Source: an optimization exercise on an open RTL-to-GDS flow (aim: small area, a short achievable clock period and few clock cycles per item). Production flows keep margins and buffers that such runs may drop.
Function was checked by simulation only, so behaviour that the tests miss may differ from the original.

$ cat design.v
module hijri_date_from_day_number (
  input  logic                clk,
  input  logic                rst,
  input  logic                cfg_valid,
  output logic                cfg_ready,
  input  logic [21:0]     epoch_day_number,
  input  logic                in_valid,
  output logic                in_stall,
  input  logic [21:0]     julian_day_number,
  output logic                out_valid,
  input  logic                out_stall,
  output logic [4:0]    hijri_day,
  output logic [3:0]  hijri_month,
  output logic [13:0]   hijri_year,
  output logic                leap_year_flag,
  output logic                status_code
);
  localparam int DN_W    = 22;
  localparam int YEAR_W  = 14;
  localparam int DAY_W   = 5;
  localparam int MONTH_W = 4;
  localparam int MD_W    = 19;    
  localparam logic [DN_W-1:0] EPOCH_RESET = 22'd1948440;
  localparam logic [MD_W-1:0] YEAR_MD        = 19'd354367;
  localparam logic [MD_W-1:0] COMMON_YEAR_MD = 19'd354000;
  localparam logic [9:0]      MILLI          = 10'd1000;
  localparam logic [23:0] YEAR_RECIP  = 24'd12120110;
  localparam logic [15:0] MOD30_RECIP = 16'd34953;
  localparam logic [15:0] DAY_RECIP   = 16'd33555;
  function automatic logic [MD_W-1:0] month_start(input logic [3:0] idx);
    case (idx)
      4'd0:    month_start = 19'd0;
      4'd1:    month_start = 19'd30000;
      4'd2:    month_start = 19'd59000;
      4'd3:    month_start = 19'd89000;
      4'd4:    month_start = 19'd118000;
      4'd5:    month_start = 19'd148000;
      4'd6:    month_start = 19'd177000;
      4'd7:    month_start = 19'd207000;
      4'd8:    month_start = 19'd236000;
      4'd9:    month_start = 19'd266000;
      4'd10:   month_start = 19'd295000;
      default: month_start = 19'd325000;
    endcase
  endfunction
  function automatic logic is_leap(input logic [4:0] cyc);
    case (cyc)
      5'd2, 5'd5, 5'd7, 5'd10, 5'd13, 5'd16,
      5'd18, 5'd21, 5'd24, 5'd26, 5'd29: is_leap = 1'b1;
      default: is_leap = 1'b0;
    endcase
  endfunction
  logic adv;
  assign adv       = !(out_valid && out_stall);
  assign in_stall  = !adv;
  assign cfg_ready = 1'b1;
  logic [DN_W-1:0] epoch;
  always_ff @(posedge clk) begin
    if (rst) begin
      epoch <= EPOCH_RESET;
    end else if (cfg_valid) begin
      epoch <= epoch_day_number;
    end
  end
  logic [DN_W:0]   s1_diff_next;
  logic            s1_valid, s1_err;
  logic [DN_W-1:0] s1_d;
  assign s1_diff_next = {1'b0, julian_day_number} - {1'b0, epoch};
  always_ff @(posedge clk) begin
    if (rst) begin
      s1_valid <= 1'b0;
    end else if (adv) begin
      s1_valid <= in_valid;
    end
  end
  always_ff @(posedge clk) begin
    if (adv) begin
      s1_err <= s1_diff_next[DN_W];
      s1_d   <= s1_diff_next[DN_W-1:0];
    end
  end
  logic [45:0]       s2_prod_next;
  logic [31:0]       s2_dm_next;
  logic              s2_valid, s2_err;
  logic [YEAR_W-1:0] s2_q;
  logic [31:0]       s2_dm;
  assign s2_prod_next = 46'(s1_d) * 46'(YEAR_RECIP);
  assign s2_dm_next   = 32'(s1_d) * 32'(MILLI);
  always_ff @(posedge clk) begin
    if (rst) begin
      s2_valid <= 1'b0;
    end else if (adv) begin
      s2_valid <= s1_valid;
    end
  end
  always_ff @(posedge clk) begin
    if (adv) begin
      s2_err <= s1_err;
      s2_q   <= s2_prod_next[45:32];
      s2_dm  <= s2_dm_next;
    end
  end
  logic              s3_valid, s3_err;
  logic [YEAR_W-1:0] s3_q;
  logic [31:0]       s3_dm, s3_qm;
  always_ff @(posedge clk) begin
    if (rst) begin
      s3_valid <= 1'b0;
    end else if (adv) begin
      s3_valid <= s2_valid;
    end
  end
  always_ff @(posedge clk) begin
    if (adv) begin
      s3_err <= s2_err;
      s3_q   <= s2_q;
      s3_dm  <= s2_dm;
      s3_qm  <= 32'(s2_q) * 32'(YEAR_MD);
    end
  end
  logic [31:0]       s4_diff_next;
  logic [MD_W:0]     s4_rem0_next;
  logic              s4_fix_next;
  logic              s4_valid, s4_err;
  logic [YEAR_W-1:0] s4_year;
  logic [MD_W-1:0]   s4_rem;
  assign s4_diff_next = s3_dm - s3_qm;
  assign s4_rem0_next = s4_diff_next[MD_W:0];
  assign s4_fix_next  = (s4_rem0_next >= (MD_W+1)'(YEAR_MD));
  always_ff @(posedge clk) begin
    if (rst) begin
      s4_valid <= 1'b0;
    end else if (adv) begin
      s4_valid <= s3_valid;
    end
  end
  always_ff @(posedge clk) begin
    if (adv) begin
      s4_err <= s3_err;
      if (s4_fix_next) begin
        s4_year <= s3_q + YEAR_W'(2);
        s4_rem  <= MD_W'(s4_rem0_next - (MD_W+1)'(YEAR_MD));
      end else begin
        s4_year <= s3_q + YEAR_W'(1);
        s4_rem  <= s4_rem0_next[MD_W-1:0];
      end
    end
  end
  logic              s5_valid, s5_err;
  logic [YEAR_W-1:0] s5_year;
  logic [MD_W-1:0]   s5_rem;
  logic [29:0]       s5_ymul;
  always_ff @(posedge clk) begin
    if (rst) begin
      s5_valid <= 1'b0;
    end else if (adv) begin
      s5_valid <= s4_valid;
    end
  end
  always_ff @(posedge clk) begin
    if (adv) begin
      s5_err  <= s4_err;
      s5_year <= s4_year;
      s5_rem  <= s4_rem;
      s5_ymul <= 30'(s4_year) * 30'(MOD30_RECIP);
    end
  end
  logic [8:0]        s6_q30_next;
  logic [YEAR_W-1:0] s6_r14_next;
  logic [4:0]        s6_cyc_next, s6_cyc_nx_next;
  logic [3:0]        s6_idx_next;
  logic [MD_W-1:0]   s6_offs_full_next;
  logic              s6_leap_next, s6_leap_nx_next, s6_ovf_next;
  logic              s6_valid, s6_err, s6_ovf, s6_leap, s6_leap_nx;
  logic [YEAR_W-1:0] s6_year;
  logic [MONTH_W-1:0] s6_month;
  logic [14:0]       s6_offs;
  always_comb begin
    s6_q30_next    = s5_ymul[28:20];
    s6_r14_next    = s5_year - YEAR_W'(s6_q30_next) * YEAR_W'(30);
    s6_cyc_next    = s6_r14_next[4:0];
    s6_cyc_nx_next = (s6_cyc_next == 5'd29) ? 5'd0 : s6_cyc_next + 5'd1;
    s6_leap_next    = is_leap(s6_cyc_next);
    s6_leap_nx_next = is_leap(s6_cyc_nx_next);
    s6_idx_next = 4'd0;
    for (int i = 1; i < 12; i++) begin
      s6_idx_next = s6_idx_next + 4'(s5_rem >= month_start(4'(i)));
    end
    s6_offs_full_next = s5_rem - month_start(s6_idx_next);
    s6_ovf_next = !s6_leap_next && (s5_rem >= COMMON_YEAR_MD);
  end
  always_ff @(posedge clk) begin
    if (rst) begin
      s6_valid <= 1'b0;
    end else if (adv) begin
      s6_valid <= s5_valid;
    end
  end
  always_ff @(posedge clk) begin
    if (adv) begin
      s6_err     <= s5_err;
      s6_ovf     <= s6_ovf_next;
      s6_leap    <= s6_leap_next;
      s6_leap_nx <= s6_leap_nx_next;
      s6_year    <= s5_year;
      s6_month   <= s6_idx_next + MONTH_W'(1);
      s6_offs    <= s6_offs_full_next[14:0];
    end
  end
  logic [29:0] s7_dmul_next;
  assign s7_dmul_next = 30'(s6_offs) * 30'(DAY_RECIP);
  always_ff @(posedge clk) begin
    if (rst) begin
      out_valid <= 1'b0;
    end else if (adv) begin
      out_valid <= s6_valid;
    end
  end
  always_ff @(posedge clk) begin
    if (adv) begin
      if (s6_err) begin
        hijri_day      <= '0;
        hijri_month    <= '0;
        hijri_year     <= '0;
        leap_year_flag <= 1'b0;
        status_code    <= 1'b1;
      end else if (s6_ovf) begin
        hijri_day      <= DAY_W'(1);
        hijri_month    <= MONTH_W'(1);
        hijri_year     <= s6_year + YEAR_W'(1);
        leap_year_flag <= s6_leap_nx;
        status_code    <= 1'b0;
      end else begin
        hijri_day      <= s7_dmul_next[29:25] + DAY_W'(1);
        hijri_month    <= s6_month;
        hijri_year     <= s6_year;
        leap_year_flag <= s6_leap;
        status_code    <= 1'b0;
      end
    end
  end
endmodule
$ cat run.sh
#!/bin/bash
# synth_recipe.tcl (not shown) runs the flow's synth.tcl, then flattens the netlist and writes it again
# the make line also repeats each setting of config.mk as NAME=value (left out here)
make -C /OpenROAD-flow-scripts/flow DESIGN_CONFIG=/design/flow/config.mk WORK_HOME=/design/flow/orfs CLKGATE_MAP_FILE= SYNTH_SCRIPT=/design/flow/synth_recipe.tcl finish
$ cat config.mk
export PLATFORM = sky130hd
export DESIGN_NAME = hijri_date_from_day_number
export DESIGN_NICKNAME = hijri_date_from_day_number
export VERILOG_FILES = /design/flow/design.v
export SDC_FILE = /design/flow/constraint.sdc
export NUM_CORES = 4
export LEC_CHECK = 0
export CAP_MARGIN = 20
export CORE_MARGIN = 2
export CORE_UTILIZATION = 40
export SLEW_MARGIN = 20
$ cat constraint.sdc
create_clock -name core_clock -period 7.5 [get_ports {clk}]
set_input_delay 1.5000 -clock core_clock [delete_from_list [all_inputs] [get_ports {clk}]]
set_output_delay 1.5000 -clock core_clock [all_outputs]
set_load 0.01 [all_outputs]
==> impl_metrics.yaml <==
setup_path:
  r2r-end: "s6_offs[12]"
  crit_arrival_ns: 7.37
  cp.required_ns: 7.80
  r2r-start: "s5_rem[3]"
  ff2ff_setup_slack_ns: 0.43
  r2r_cells: 26
  endpoint_kind: "register"
  critPathKind: "reg2reg"
  crit_path_max_fanout: 6
  cp-start-kind: "register"
routing:
  drc: 0
  met2WireLength_mm: 32.4
  vias_per_cell: 4.97
  drtIter0Drc: 712
  drt-total-wl_mm: 62.4
  drt_first_pass_iters: 5
  met1Wirelength_mm: 27.0
  highest_layer: "met4"
  route.met3.wl_mm: 1.46
  wire_per_inst_um: 16.4
  vias: 18900
  ant_nets: 0
logic_synthesis:
  synth_area_leader_cell: "edfxtp_1"
  synth-edff-count: 240
  synth_top_area_share_pct: 24.5
  synth-main-ff-cell: "edfxtp_1"
  ys_warn_count: 1
  yosys.cell_types.count: 79
  synth_fp_nets: 3649
  syn_avg_cell_area_um2: 10.7
  ys_seq_elements: 269
  ys_seq_area_share_pct: 26.5
  synth_area_um2: 29400
  synthArstFlopShare_pct: 0
  synth_area_leaders: "edfxtp_1 25%, ha_1 24%, fa_1 20%"
  synthCells: 2736
sta:
  fin_crit_sh_pct: 94.3
  rsz0062_at_grt: "false"
  hold_viol: 0
  skew_ns: 0.0286
  fmax_ghz: 0.141
  finalSetupViolations: 0
  slew_headroom_pct: 41.1
  tightest_slew_ns: 0.861
  slew_violations: 0
  min_period_ns: 7.07
  fin_setup_tns_ns: 0
placement:
  dp_hpwl_mm: 53.0
  dpl_cell_area_um2: 31300
  io_buffers: 75
  dp_cells: 3744
  routabilityCongestion: 0.902
hold_path:
  whs_endpoint: "s3_dm[18]"
  hold_path.class: "reg2reg"
  worstHoldStart: "s2_dm[18]"
  min_path_cells: 0
floorplanning:
  row_count: 99
  fp.dieH_um: 275
  core_um2: 72800
  pin_count: 77
  start_util_pct: 40.4
  die_x_um: 275
  die_area_um2: 75700
grt:
  grt_max_degree: 94
  grt_pass1_vias: 20300
  antenna_found_initial: 0
  overflow: 0
  grt_use_total_pct: 17.2
  grt_pass1_wl_mm: 103
clock_network:
  numCtsBuffers: 34
  cts_tree: "done"
  clock_latency_ns: 0.56
  ctsHtreeMaxLevel: 2
  hold_buffers: 0
  cts_sinks: 269
  cts.path.max_buffers: 3
  root_buffer: "clkbuf_16"
  clk_pin_slew_ns: 0.07
run_status:
  outcome: "complete, no violations"
final_layout:
  instances_no_fill: 3808
  drive_gt1_share_pct: 3.76
  final_nets: 3736
  post-route-util_pct: 44.6
  stdcell_area_um2: 32500
  final-seq-area_um2: 7790
  antenna_cells: 0
  syn_to_final_growth_pct: 10.5
  multiInputGateArea_um2: 19300
  fillers: 6863
run:
  drv_cap: 0
flip-flops by register name (all words and copies together) (netlist names), 15 cells and up:
name and cells:
s1_d 22, s6_offs 15, s3_dm 17, s4_rem 19
s5_rem 19, s3_qm 19, s2_dm 17, epoch 22
metal layers:
metal	GRT usage [%]	up-vias
li1	-	9340
met1	21.1	9268
met2	31.8	220
met3	1.79	82
met4	4.34	0
met5	0	-
per-stage QoR:
step	hold WS, ns	setup WS, ns
after global routing	0.394	0.0470
after global placement	0.401	0.191
after floorplan	0.400	0.440
after CTS	0.386	0.108
after detailed placement	0.405	0.165
final	0.386	0.426
kinds of logic after synthesis:
group | Yosys count | share of synthesized area (%)
AOI/OAI and AO/OA | 367 | 8.36
xor gates and xnor gates | 164 | 4.89
adders and majority gates | 864 | 44.4
buffers and inverters | 628 | 8.14
DFF | 269 | 26.5
muxes | 20 | 0.732
other | 1 | 0.0128
and+or+nand+nor | 423 | 7.00
Yosys cell counts (17+ instances only):
cell / number
inv_1: 585
ha_1: 567
fa_1: 297
edfxtp_1: 240
nor2_1: 124
xnor2_1: 113
nand2_1: 99
a21oi_1: 96
o21ai_0: 63
xor2_1: 51
a21o_1: 50
nand3_1: 34
clkbuf_1: 33
nor3_1: 32
dfxtp_1: 29
and3_1: 24
nor2b_1: 21
mux2i_1: 17
o211ai_1: 17
worst max-delay path by stage:
stage | start | end | slack (ns) | cells past startpoint
after global routing | s5_rem[3] | s6_offs[14] | 0.05 | 26
after CTS | s5_rem[3] | s6_offs[12] | 0.11 | 27
final | s5_rem[3] | s6_offs[12] | 0.43 | 26
after detailed placement | s5_rem[3] | s6_offs[12] | 0.16 | 27
after floorplan | out_stall | in_stall | 0.44 | 2
after global placement | s5_rem[3] | s6_offs[12] | 0.19 | 27
cell type report:
class / count / share of cell area, %
clock buffers: 39 / 2.68
clock inverters: 23 / 0.809
inverters: 586 / 6.77
multi-input cells: 1839 / 59.3
flip-flops and latches: 269 / 24.0
well taps: 959 / 3.70
repair buffers: 93 / 2.75
what timing repair did:
action / 4_1_cts / 5_1_grt
setup endpoints to repair: 0 / 3
gates resized for setup: 0 / 13
buffers inserted: 0 / 2
critical path, stage by stage, from the launching register on:
cell	delay [ns]
edfxtp_1	0.42
or2_2	0.32
a31oi_1	0.20
o21ai_0	0.10
a31o_2	0.25
a21o_1	0.17
a21o_1	0.19
fa_1	0.54
inv_1	0.05
fa_1	0.46
fa_1	0.52
fa_2	0.42
fa_2	0.58
buf_4	0.15
ha_1	0.20
a21oi_1	0.08
mux4_2	0.47
ha_1	0.33
o21ai_0	0.13
a21boi_1	0.13
o21ai_1	0.18
a21boi_1	0.10
o21ai_0	0.22
a21boi_1	0.11
o21ai_0	0.22
nor2b_1	0.19
xnor2_1	0.07
layout by cell type (no fill, tap or decap), types with 51 or more instances in the layout:
cell | netlist | layout
nor2_1 | 124 | 124
edfxtp_1 | 240 | 240
inv_1 | 585 | 584
xor2_1 | 51 | 51
nand2_1 | 99 | 98
a21oi_1 | 96 | 94
xnor2_1 | 113 | 113
ha_1 | 567 | 566
o21ai_0 | 63 | 61
fa_1 | 297 | 295
clkdlybuf4s50_1 | 0 | 75
Testbench counts, summed over its fixed seeds: cycles 16,056, items 16,000.

afterwards: timing with drivers on the ports:
The results above use ideal ports. As a check the final layout listed here was re-extracted and re-timed, cells and wires unchanged.
Step 1: set_driving_cell puts a clkbuf_16 on clk and a buf_2 on each other input, an assumption about the parent block.
Step 2 moves the port delays by t, midway between the first and last clock arrival at a register: inputs arrive t later, outputs are due t later. That takes back most of the time a late clock gives input paths.
Three values: no drivers, after step 1, after step 2; two values: the first two.
t (ns): 0.606
setup slack, ns: 0.426 / 0.426 / 0.426
hold slack, ns: 0.386 / 0.386 / 0.386
latest minus earliest clock arrival (ns): 0.031 / 0.030
After both steps this run still meets setup and hold. For this run, drivers alone change the setup slack by 0.000 ns; drivers and shift together by 0.000 ns.
